Background: an optimization exercise with open tools, aiming at small area and a short achievable clock period. Do not read the settings as production practice. Only simulation tests tie the RTL to the original design; equivalence was not proved. Power is estimated from default activity; no workload was simulated.

==> run X: inputs <==
==> flow/design.v (excerpt) <==
module decodeStage (
	input wire logic                CLK,
	input wire logic                RESET,
	input wire logic                freeze,
	input wire decodePkg::instr_t   instr,
	input wire decodePkg::word_t    pca,          
	input wire decodePkg::word_t    cia,          
	input wire decodePkg::word_t    exResult,
	input wire logic                memWriteEn,
	input wire decodePkg::regAddr_t memWriteReg,
	input wire decodePkg::word_t    memData,
	input wire logic                wbWriteEn,
	input wire decodePkg::regAddr_t wbWriteReg,
	input wire decodePkg::word_t    wbData,
	output logic                    takenBranch,
	output decodePkg::word_t        nextPc,
	output decodePkg::word_t        aOut,
	output decodePkg::word_t        bOut,
	output decodePkg::word_t        storeData,
	output decodePkg::regAddr_t     writeReg,
	output logic                    writeBack,
	output logic                    memRead,
	output logic                    memWrite,
	output logic                    memToReg,
	output decodePkg::aluOp_t       aluOp,
	output decodePkg::shamt_t       shamt
);
	decodePkg::word_t opA;
	decodePkg::word_t rtValue;
	decodePkg::aluOp_t      ctrlAluOp;
	logic        ctrlRegWrite;
	logic        ctrlMemRead;
	logic        ctrlMemWrite;
	logic        ctrlMemToReg;
	logic        ctrlAluSrc;
	logic        ctrlLink;
	logic        ctrlJump;
	logic        ctrlJumpReg;
	decodePkg::branchCond_t ctrlBranchCond;
	decodePkg::regAddr_t    ctrlWriteReg;
	decodePkg::word_t       ctrlImm;
	instrDecoder decoder (
		.instr (instr),
		.aluOp      (ctrlAluOp),
		.regWrite   (ctrlRegWrite),
		.memRead    (ctrlMemRead),
		.memWrite   (ctrlMemWrite),
		.memToReg   (ctrlMemToReg),
		.aluSrc     (ctrlAluSrc),
		.link       (ctrlLink),
		.jump       (ctrlJump),
		.jumpReg    (ctrlJumpReg),
		.branchCond (ctrlBranchCond),
		.writeReg   (ctrlWriteReg),
		.imm        (ctrlImm)
	);
	operandFetch fetch (
		.CLK         (CLK),
		.instr       (instr),
		.exWriteEn   (writeBack),
		.exWriteReg  (writeReg),
		.exResult    (exResult),
  ...
export LEC_CHECK = 0
export CAP_MARGIN = 20
export CORE_MARGIN = 2
export CORE_UTILIZATION = 50
export CTS_BUF_LIST = sky130_fd_sc_hd__clkbuf_8
export GPL_TIMING_DRIVEN = 1
export SETUP_SLACK_MARGIN = 1.0
export SLEW_MARGIN = 20
export SYNTH_HIERARCHICAL = 1
create_clock -name core_clock -period 8.0 [get_ports {CLK}]
standard.sh (not shown) runs the stock make flow with config.mk's settings and CLKGATE_MAP_FILE= SYNTH_SCRIPT=/design/flow/synth_recipe.tcl, a recipe that flattens the netlist after the stock synthesis.
==> flow/flow/run.sh <==
#!/bin/bash
# Standard layout, except that the port buffers are the smallest plain buffer
# (the resizer still upsizes any that need more drive).
set -euo pipefail
bash standard.sh synth > flow_synth.log 2>&1
bash standard.sh "BUFFER_PORTS_ARGS=-buffer_cell sky130_fd_sc_hd__buf_1" finish > flow_layout.log 2>&1
==> inputs of run B, as changes to run X <==
Settings changed: GPL_TIMING_DRIVEN 1 to 0.
==> inputs of run C, as changes to run X <==
Settings changed: CAP_MARGIN 20 to 40, SLEW_MARGIN 20 to 40.
==> summary.txt <==
Cell Int Power: run X 9660 uW; run C 9650 uW; run B 9720 uW
Cell with the most instances on the worst path: run X sky130_fd_sc_hd__buf_6; run C sky130_fd_sc_hd__buf_6; run B -
Routed length on met2: run X 89900 um; run C 92200 um; run B 94800 um
Combined area of the multi-input logic cells: run X 0.0182 sq mm; run C 0.0184 sq mm; run B 0.0189 sq mm
Met3 usage in global routing: run X 0.124; run C 0.128; run B 0.142
Max incr delay on CP: run X 0.68 ns; run C 0.51 ns; run B 0.47 ns
Highest achievable clock rate: run X 0.134 GHz; run C 0.137 GHz; run B 0.133 GHz
Final Cell Area: run X 0.0620 sq mm; run C 0.0624 sq mm; run B 0.0640 sq mm
Largest vdd supply drop: run X 128 uV; run C 142 uV; run B 173 uV
Count of inserted antenna diode cells: run X 3; run C 5; run B 5
Critical path data arrival time: run X 5.85 ns; run C 5.70 ns; run B 5.89 ns
Max-capacitance violation count: run X 0; run C 0; run B 1
Setup slack of the worst register-to-register path: run X 4.89 ns; run C 4.81 ns; run B 4.70 ns
Initial antenna violation count: run X 8; run C 10; run B 10
Met2 capacity usage during global routing: run X 0.580; run C 0.590; run B 0.618
Worst R2R Path Depth: run X 13; run C 11; run B 10
Proportion of layout cells with a drive suffix above 1: run X 0.267; run C 0.276; run B 0.296
Run status: run X complete, no violations; run C complete, no violations; run B finished with violations
Violated checks: run X -; run C -; run B max-capacitance violations, max-slew violations

========
==> inputs of 06-11 <==
decodeStage, a different RTL version from the one above (not shown whole).
==> module operandFetch, before the edit <==
module operandFetch (
	input wire logic                 CLK,
	input wire decodePkg::instr_t    instr,
	input wire logic                 exWriteEn,
	input wire decodePkg::regAddr_t  exWriteReg,
	input wire decodePkg::word_t     exResult,
	input wire logic                 memWriteEn,
	input wire decodePkg::regAddr_t  memWriteReg,
	input wire decodePkg::word_t     memData,
	input wire logic                 wbWriteEn,
	input wire decodePkg::regAddr_t  wbWriteReg,
	input wire decodePkg::word_t     wbData,
	output decodePkg::word_t         opA,
	output decodePkg::word_t         rtValue
);
	decodePkg::word_t regFile [decodePkg::NUM_REGS];
	genvar r;
	generate
		for (r = 0; r < decodePkg::NUM_REGS; r++) begin : gRow
			always_ff @(posedge CLK) begin
				if (wbWriteEn && (wbWriteReg == 5'(r)))
					regFile[r] <= wbData;
			end
		end
	endgenerate
	logic [31:0] rowA, rowB;
	logic [2:0]  fwdA, fwdB;    
	logic        fileA, fileB;
	always_comb begin
		for (int i = 0; i < decodePkg::NUM_REGS; i++) begin
			rowA[i] = (instr[25:21] == 5'(i));
			rowB[i] = (instr[20:16] == 5'(i));
		end
	end
	fwdSelect hitA (.src(instr[25:21]), .exWriteEn(exWriteEn), .exWriteReg(exWriteReg),
		.memWriteEn(memWriteEn), .memWriteReg(memWriteReg), .wbWriteEn(wbWriteEn),
		.wbWriteReg(wbWriteReg), .fwd(fwdA), .file(fileA));
	fwdSelect hitB (.src(instr[20:16]), .exWriteEn(exWriteEn), .exWriteReg(exWriteReg),
		.memWriteEn(memWriteEn), .memWriteReg(memWriteReg), .wbWriteEn(wbWriteEn),
		.wbWriteReg(wbWriteReg), .fwd(fwdB), .file(fileB));
	genvar b;
	generate
		for (b = 0; b < 32; b++) begin : gBit
			logic [31:0] col;
			for (r = 0; r < decodePkg::NUM_REGS; r++) begin : gCol
				assign col[r] = regFile[r][b];
			end
			readBit uA (.row(rowA), .col(col), .fwd(fwdA), .ex(exResult[b]), .mem(memData[b]),
				.wb(wbData[b]), .file(fileA), .q(opA[b]));
			readBit uB (.row(rowB), .col(col), .fwd(fwdB), .ex(exResult[b]), .mem(memData[b]),
				.wb(wbData[b]), .file(fileB), .q(rtValue[b]));
		end
	endgenerate
endmodule
==> module branchUnit, before the edit <==
module branchUnit (
	input wire decodePkg::word_t  opA,
	input wire decodePkg::word_t  opB,
	input wire decodePkg::word_t  pca,
	input wire decodePkg::word_t  cia,
	input wire decodePkg::instr_t instr,
	input wire decodePkg::branchCond_t ctrlBranchCond,
	input wire logic              ctrlJump,
	input wire logic              ctrlJumpReg,
	input wire decodePkg::word_t  ctrlImm,
	output logic                  takenBranch,
	output decodePkg::word_t      nextPc
);
	logic condMet, condMetN;
	decodePkg::word_t target;
	decodePkg::word_t fallThrough;
	branchCond cond (.opA(opA), .opB(opB), .branchCond(ctrlBranchCond), .condMet(condMet), .condMetN(condMetN));
	assign target = pca + {{14{instr[15]}}, instr[15:0], 2'b00};
	always_comb begin
		if (ctrlJumpReg)
			fallThrough = opA;                                 
		else if (ctrlJump)
			fallThrough = {cia[31:28], instr[25:0], 2'b00};    
		else
			fallThrough = pca;
	end
	genvar i;
	generate
		for (i = 0; i < 32; i++) begin : gPc
			logic tN, fN;
			nand2 uT (.a(condMet), .b(target[i]), .y(tN));
			nand2 uF (.a(condMetN), .b(fallThrough[i]), .y(fN));
			nand2 uO (.a(tN), .b(fN), .y(nextPc[i]));
		end
	endgenerate
	or2 uTaken (.a(condMet), .b(ctrlJump), .y(takenBranch));
endmodule
==> module branchCond, before the edit <==
module branchCond (
	input wire decodePkg::word_t       opA,
	input wire decodePkg::word_t       opB,
	input wire decodePkg::branchCond_t branchCond,
	output logic                       condMet,
	output logic                       condMetN
);
	logic eq, zero;
	logic isEq, isNe, isLez, isGtz;
	assign eq    = (opA == opB);
	assign zero  = (opA == '0);
	assign isEq  = (branchCond == decodePkg::BR_EQ);
	assign isNe  = (branchCond == decodePkg::BR_NE);
	assign isLez = (branchCond == decodePkg::BR_LEZ);
	assign isGtz = (branchCond == decodePkg::BR_GTZ);
	assign condMet = (isEq && eq) || (isNe && !eq) || (isLez && (opA[31] || zero)) ||
		(isGtz && !opA[31] && !zero);
	assign condMetN = !condMet;
endmodule
export LEC_CHECK = 0
export CAP_MARGIN = 20
export CORE_MARGIN = 2
export CORE_UTILIZATION = 40
export SETUP_SLACK_MARGIN = 1.0
export SLEW_MARGIN = 20
export SYNTH_HIERARCHICAL = 1
create_clock -name core_clock -period 8.0 [get_ports {CLK}]
run.sh (not shown) runs the stock make flow with config.mk's settings and CLKGATE_MAP_FILE= SYNTH_SCRIPT=/design/flow/synth_recipe.tcl, a recipe that flattens the netlist after the stock synthesis.
Stock flow here: none of the scripts above is used.
==> inputs of 04-27, as changes to 06-11 <==
--- a/flow/design.v
+++ b/flow/design.v
@@ -213,11 +213,7 @@
 	endgenerate
-	logic [31:0] rowA, rowB;
 	logic [2:0]  fwdA, fwdB;    
 	logic        fileA, fileB;
-	always_comb begin
-		for (int i = 0; i < decodePkg::NUM_REGS; i++) begin
-			rowA[i] = (instr[25:21] == 5'(i));
-			rowB[i] = (instr[20:16] == 5'(i));
-		end
-	end
+	logic [31:0] rowAlo, rowAhi, rowBlo, rowBhi;
+	rowDecode decA (.src(instr[25:21]), .rowLo(rowAlo), .rowHi(rowAhi));
+	rowDecode decB (.src(instr[20:16]), .rowLo(rowBlo), .rowHi(rowBhi));
 	fwdSelect hitA (.src(instr[25:21]), .exWriteEn(exWriteEn), .exWriteReg(exWriteReg),
@@ -235,5 +231,5 @@
 			end
-			readBit uA (.row(rowA), .col(col), .fwd(fwdA), .ex(exResult[b]), .mem(memData[b]),
+			readBit uA (.row(b < 16 ? rowAlo : rowAhi), .col(col), .fwd(fwdA), .ex(exResult[b]), .mem(memData[b]),
 				.wb(wbData[b]), .file(fileA), .q(opA[b]));
-			readBit uB (.row(rowB), .col(col), .fwd(fwdB), .ex(exResult[b]), .mem(memData[b]),
+			readBit uB (.row(b < 16 ? rowBlo : rowBhi), .col(col), .fwd(fwdB), .ex(exResult[b]), .mem(memData[b]),
 				.wb(wbData[b]), .file(fileB), .q(rtValue[b]));
@@ -242,2 +238,40 @@
 endmodule
+module rowDecode (
+	input wire logic [4:0] src,
+	output logic [31:0]    rowLo,
+	output logic [31:0]    rowHi
+);
+	logic [4:0] srcN;
+	logic [3:0] hiN;
+	logic [7:0] loN;
+	genvar i;
+	generate
+		for (i = 0; i < 5; i++) begin : gInv
+			inv u (.a(src[i]), .y(srcN[i]));
+		end
+		for (i = 0; i < 4; i++) begin : gHi
+			nand2 u (.a(i[1] ? src[4] : srcN[4]), .b(i[0] ? src[3] : srcN[3]), .y(hiN[i]));
+		end
+		for (i = 0; i < 8; i++) begin : gLo
+			nand3 u (.a(i[2] ? src[2] : srcN[2]), .b(i[1] ? src[1] : srcN[1]), .c(i[0] ? src[0] : srcN[0]),
+				.y(loN[i]));
+		end
+		for (i = 0; i < 32; i++) begin : gRow
+			nor2 uLo (.a(hiN[i/8]), .b(loN[i%8]), .y(rowLo[i]));
+			nor2 uHi (.a(hiN[i/8]), .b(loN[i%8]), .y(rowHi[i]));
+		end
+	endgenerate
+endmodule
+module inv (
+	input wire logic a,
+	output logic     y
+);
+	assign y = !a;
+endmodule
+module nor2 (
+	input wire logic a, b,
+	output logic     y
+);
+	assign y = !(a || b);
+endmodule
 module fwdSelect (
@@ -342,15 +376,12 @@
 );
-	logic condMet, condMetN;
+	logic [7:0] condMet;
 	decodePkg::word_t target;
-	decodePkg::word_t fallThrough;
-	branchCond cond (.opA(opA), .opB(opB), .branchCond(ctrlBranchCond), .condMet(condMet), .condMetN(condMetN));
+	branchCond cond (.opA(opA), .opB(opB), .branchCond(ctrlBranchCond), .condMet(condMet));
 	assign target = pca + {{14{instr[15]}}, instr[15:0], 2'b00};
-	always_comb begin
-		if (ctrlJumpReg)
-			fallThrough = opA;                                 
-		else if (ctrlJump)
-			fallThrough = {cia[31:28], instr[25:0], 2'b00};    
-		else
-			fallThrough = pca;
-	end
+	logic selJr, selJ, selSeq;
+	decodePkg::word_t jumpTarget;
+	assign selJr      = ctrlJumpReg;
+	assign selJ       = ctrlJump && !ctrlJumpReg;
+	assign selSeq     = !ctrlJump;
+	assign jumpTarget = {cia[31:28], instr[25:0], 2'b00};    
 	genvar i;
@@ -358,9 +389,14 @@
 		for (i = 0; i < 32; i++) begin : gPc
-			logic tN, fN;
-			nand2 uT (.a(condMet), .b(target[i]), .y(tN));
-			nand2 uF (.a(condMetN), .b(fallThrough[i]), .y(fN));
-			nand2 uO (.a(tN), .b(fN), .y(nextPc[i]));
+			logic fallN, tN;
+			if (i < 2) begin : gLow
+				aoi22 uF (.a1(selJr), .a2(opA[i]), .b1(selSeq), .b2(pca[i]), .y(fallN));
+			end else begin : gHigh
+				aoi222 uF (.a1(selJr), .a2(opA[i]), .b1(selJ), .b2(jumpTarget[i]), .c1(selSeq), .c2(pca[i]),
+					.y(fallN));
+			end
+			nand2 uT (.a(condMet[i/4]), .b(target[i]), .y(tN));
+			oai21 uO (.a1(condMet[i/4]), .a2(fallN), .b1(tN), .y(nextPc[i]));
 		end
 	endgenerate
-	or2 uTaken (.a(condMet), .b(ctrlJump), .y(takenBranch));
+	or2 uTaken (.a(condMet[0]), .b(ctrlJump), .y(takenBranch));
 endmodule
@@ -370,9 +406,31 @@
 	input wire decodePkg::branchCond_t branchCond,
-	output logic                       condMet,
-	output logic                       condMetN
+	output logic [7:0]                 condMet
 );
-	logic eq, zero;
+	logic [31:0] same;
+	logic [7:0]  grpDiff, grpZero;
+	logic [3:0]  octSame;
+	logic [1:0]  halfDiff, halfNonZero;
 	logic isEq, isNe, isLez, isGtz;
-	assign eq    = (opA == opB);
-	assign zero  = (opA == '0);
+	genvar i;
+	generate
+		for (i = 0; i < 32; i++) begin : gSame
+			xnor2 u (.a(opA[i]), .b(opB[i]), .y(same[i]));
+		end
+		for (i = 0; i < 8; i++) begin : gGrp
+			nand4 uD (.a(same[4*i]), .b(same[4*i+1]), .c(same[4*i+2]), .d(same[4*i+3]), .y(grpDiff[i]));
+			nor4  uZ (.a(opA[4*i]), .b(opA[4*i+1]), .c(opA[4*i+2]), .d(opA[4*i+3]), .y(grpZero[i]));
+		end
+		for (i = 0; i < 4; i++) begin : gOct
+			nor2 u (.a(grpDiff[2*i]), .b(grpDiff[2*i+1]), .y(octSame[i]));
+		end
+		for (i = 0; i < 2; i++) begin : gHalf
+			nand2 uD (.a(octSame[2*i]), .b(octSame[2*i+1]), .y(halfDiff[i]));
+			nand4 uZ (.a(grpZero[4*i]), .b(grpZero[4*i+1]), .c(grpZero[4*i+2]), .d(grpZero[4*i+3]),
+				.y(halfNonZero[i]));
+		end
+		for (i = 0; i < 8; i++) begin : gFinal
+			condFinal u (.isEq(isEq), .isNe(isNe), .isLez(isLez), .isGtz(isGtz), .sign(opA[31]),
+				.halfDiff(halfDiff), .halfNonZero(halfNonZero), .condMet(condMet[i]));
+		end
+	endgenerate
 	assign isEq  = (branchCond == decodePkg::BR_EQ);
@@ -381,5 +439,33 @@
 	assign isGtz = (branchCond == decodePkg::BR_GTZ);
-	assign condMet = (isEq && eq) || (isNe && !eq) || (isLez && (opA[31] || zero)) ||
-		(isGtz && !opA[31] && !zero);
-	assign condMetN = !condMet;
+endmodule
+module condFinal (
+	input wire logic       isEq, isNe, isLez, isGtz, sign,
+	input wire logic [1:0] halfDiff,
+	input wire logic [1:0] halfNonZero,
+	output logic           condMet
+);
+	logic diff, nonZero;
+	assign diff     = halfDiff[0] || halfDiff[1];
+	assign nonZero  = halfNonZero[0] || halfNonZero[1];
+	logic other;
+	assign other    = (isLez && (sign || !nonZero)) || (isGtz && !sign && nonZero);
+	assign condMet  = diff ? (isNe || other) : (isEq || other);
+endmodule
+module xnor2 (
+	input wire logic a, b,
+	output logic     y
+);
+	assign y = !(a ^ b);
+endmodule
+module nor4 (
+	input wire logic a, b, c, d,
+	output logic     y
+);
+	assign y = !(a || b || c || d);
+endmodule
+module oai21 (
+	input wire logic a1, a2, b1,
+	output logic     y
+);
+	assign y = !((a1 || a2) && b1);
 endmodule
==> flow/flow/run.sh (new file) <==
#!/bin/bash
# Standard layout, except that the port buffers are the smallest plain buffer
# (the resizer still upsizes any that need more drive).
set -euo pipefail
bash standard.sh synth > flow_synth.log 2>&1
bash standard.sh "BUFFER_PORTS_ARGS=-buffer_cell sky130_fd_sc_hd__buf_1" finish > flow_layout.log 2>&1
==> flow/standard.sh (new file) <==
#!/bin/bash
# synth_recipe.tcl (not shown) runs the flow's synth.tcl, then flattens the netlist and writes it again
# the make line also repeats each setting of config.mk as NAME=value (left out here)
make -C /OpenROAD-flow-scripts/flow DESIGN_CONFIG=/design/flow/config.mk WORK_HOME=/design/flow/orfs CLKGATE_MAP_FILE= SYNTH_SCRIPT=/design/flow/synth_recipe.tcl "${@:-finish}"
- CAP_MARGIN: 20 -> 40
- CORE_UTILIZATION: 40 -> 50
- CTS_BUF_LIST: default -> sky130_fd_sc_hd__clkbuf_8
- GPL_TIMING_DRIVEN: default -> 1
- SETUP_SLACK_MARGIN: 1.0 -> 2.0
- SLEW_MARGIN: 20 -> 40
removed: flow/run.sh
==> flow_summary_export.csv <==
group,metric,value,unit
synthesis,synthesis.nets,3561,
grt,grt_pass1_vias,41400,
pwr,clkPwrFrac,35.7,%
placement,postPlaceCellArea,57300,um^2
floorplan,dieArea,104000,um^2
synthesis,synth.area.top_cells,"edfxtp_1, a222oi_1, dfrtp_1, nand4_1, a22oi_2",
clocking,clk_latency,0.91,ns
run_status,status,"no timing/DRC/antenna violations",
critical_path,crit_arrival,5.70,ns
grt,track_usage,37.8,%
pwr,p_clk,4820,uW
floorplan,initial_core_util,50.6,%
clocking,cts_root_buf,"clkbuf_8",
sta,hold_slack,0.484,ns
floorplan,die_w,323,um
sta,finalWorstSetupSlack,0.701,ns
final_layout,antenna_cells,8,
pwr,comb_power_share,14.2,%
clocking,cts-resized-gates,330,
final_layout,inverters,27,
sta,fin_crit,7.30,ns
-- figures above: 04-27

==> flow_summary_export.csv <==
group,metric,value,unit
critical_path,cp_data_required_time,6.40,ns
grt,gr-max-usage-layer,"met2",
clocking,cts_root_buf,"clkbuf_16",
floorplan,dieArea,129000,um^2
pwr,total_leakage_power,0.0246,uW
sta,finalWorstSetupSlack,0.285,ns
synthesis,synth.area.top_cells,"edfxtp_1, a222oi_1, dfrtp_1, nand2_1, mux2i_1",
critical_path,crit_arrival,6.12,ns
synthesis,synthesis.nets,3531,
floorplan,die_w,359,um
sta,fin_crit,7.72,ns
final_layout,inverters,13,
critical_path,r2r.worst_path.cells,13,
run_status,status,"no timing/DRC/antenna violations",
grt,grt_pass1_vias,43000,
placement,postPlaceCellArea,62800,um^2
sta,maxSlewViolCount,0,
clocking,cts.sinks,1138,
sta,hold_slack,0.486,ns
pwr,p_clk,5450,uW
floorplan,initial_core_util,40.2,%
final_layout,antenna_cells,7,
-- figures above: 06-11

## what the ideal ports hide
The results above use ideal ports. As a check the final layouts listed here were re-extracted and re-timed, cells and wires unchanged.
Step 1, drivers: a clkbuf_16 drives CLK and a buf_2 each remaining input, both assumed.
Step 2 also shifts input and output timing later by t, the mid clock arrival at the registers, as if the neighbouring blocks saw the same clock.
a / b / c = no drivers / after step 1 / after step 2; a / b = the first two.
| run | shift t [ns] | slack for setup (ns) | worst setup path at the end |
|---|---|---|---|
| run X | 0.925 | 0.549 / 0.525 / 0.525 | input to output |
| run B | 0.949 | 0.505 / 0.419 / 0.419 | input to output |
| run C | 0.918 | 0.705 / 0.679 / 0.679 | input to output |
| 06-11 | 0.799 | 0.285 / 0.226 / 0.226 | input to output |
| 04-27 | 0.955 | 0.701 / 0.648 / 0.648 | input to output |
For run B, which loses most, drivers alone change the setup slack by -0.086 ns; drivers and shift together by -0.086 ns.
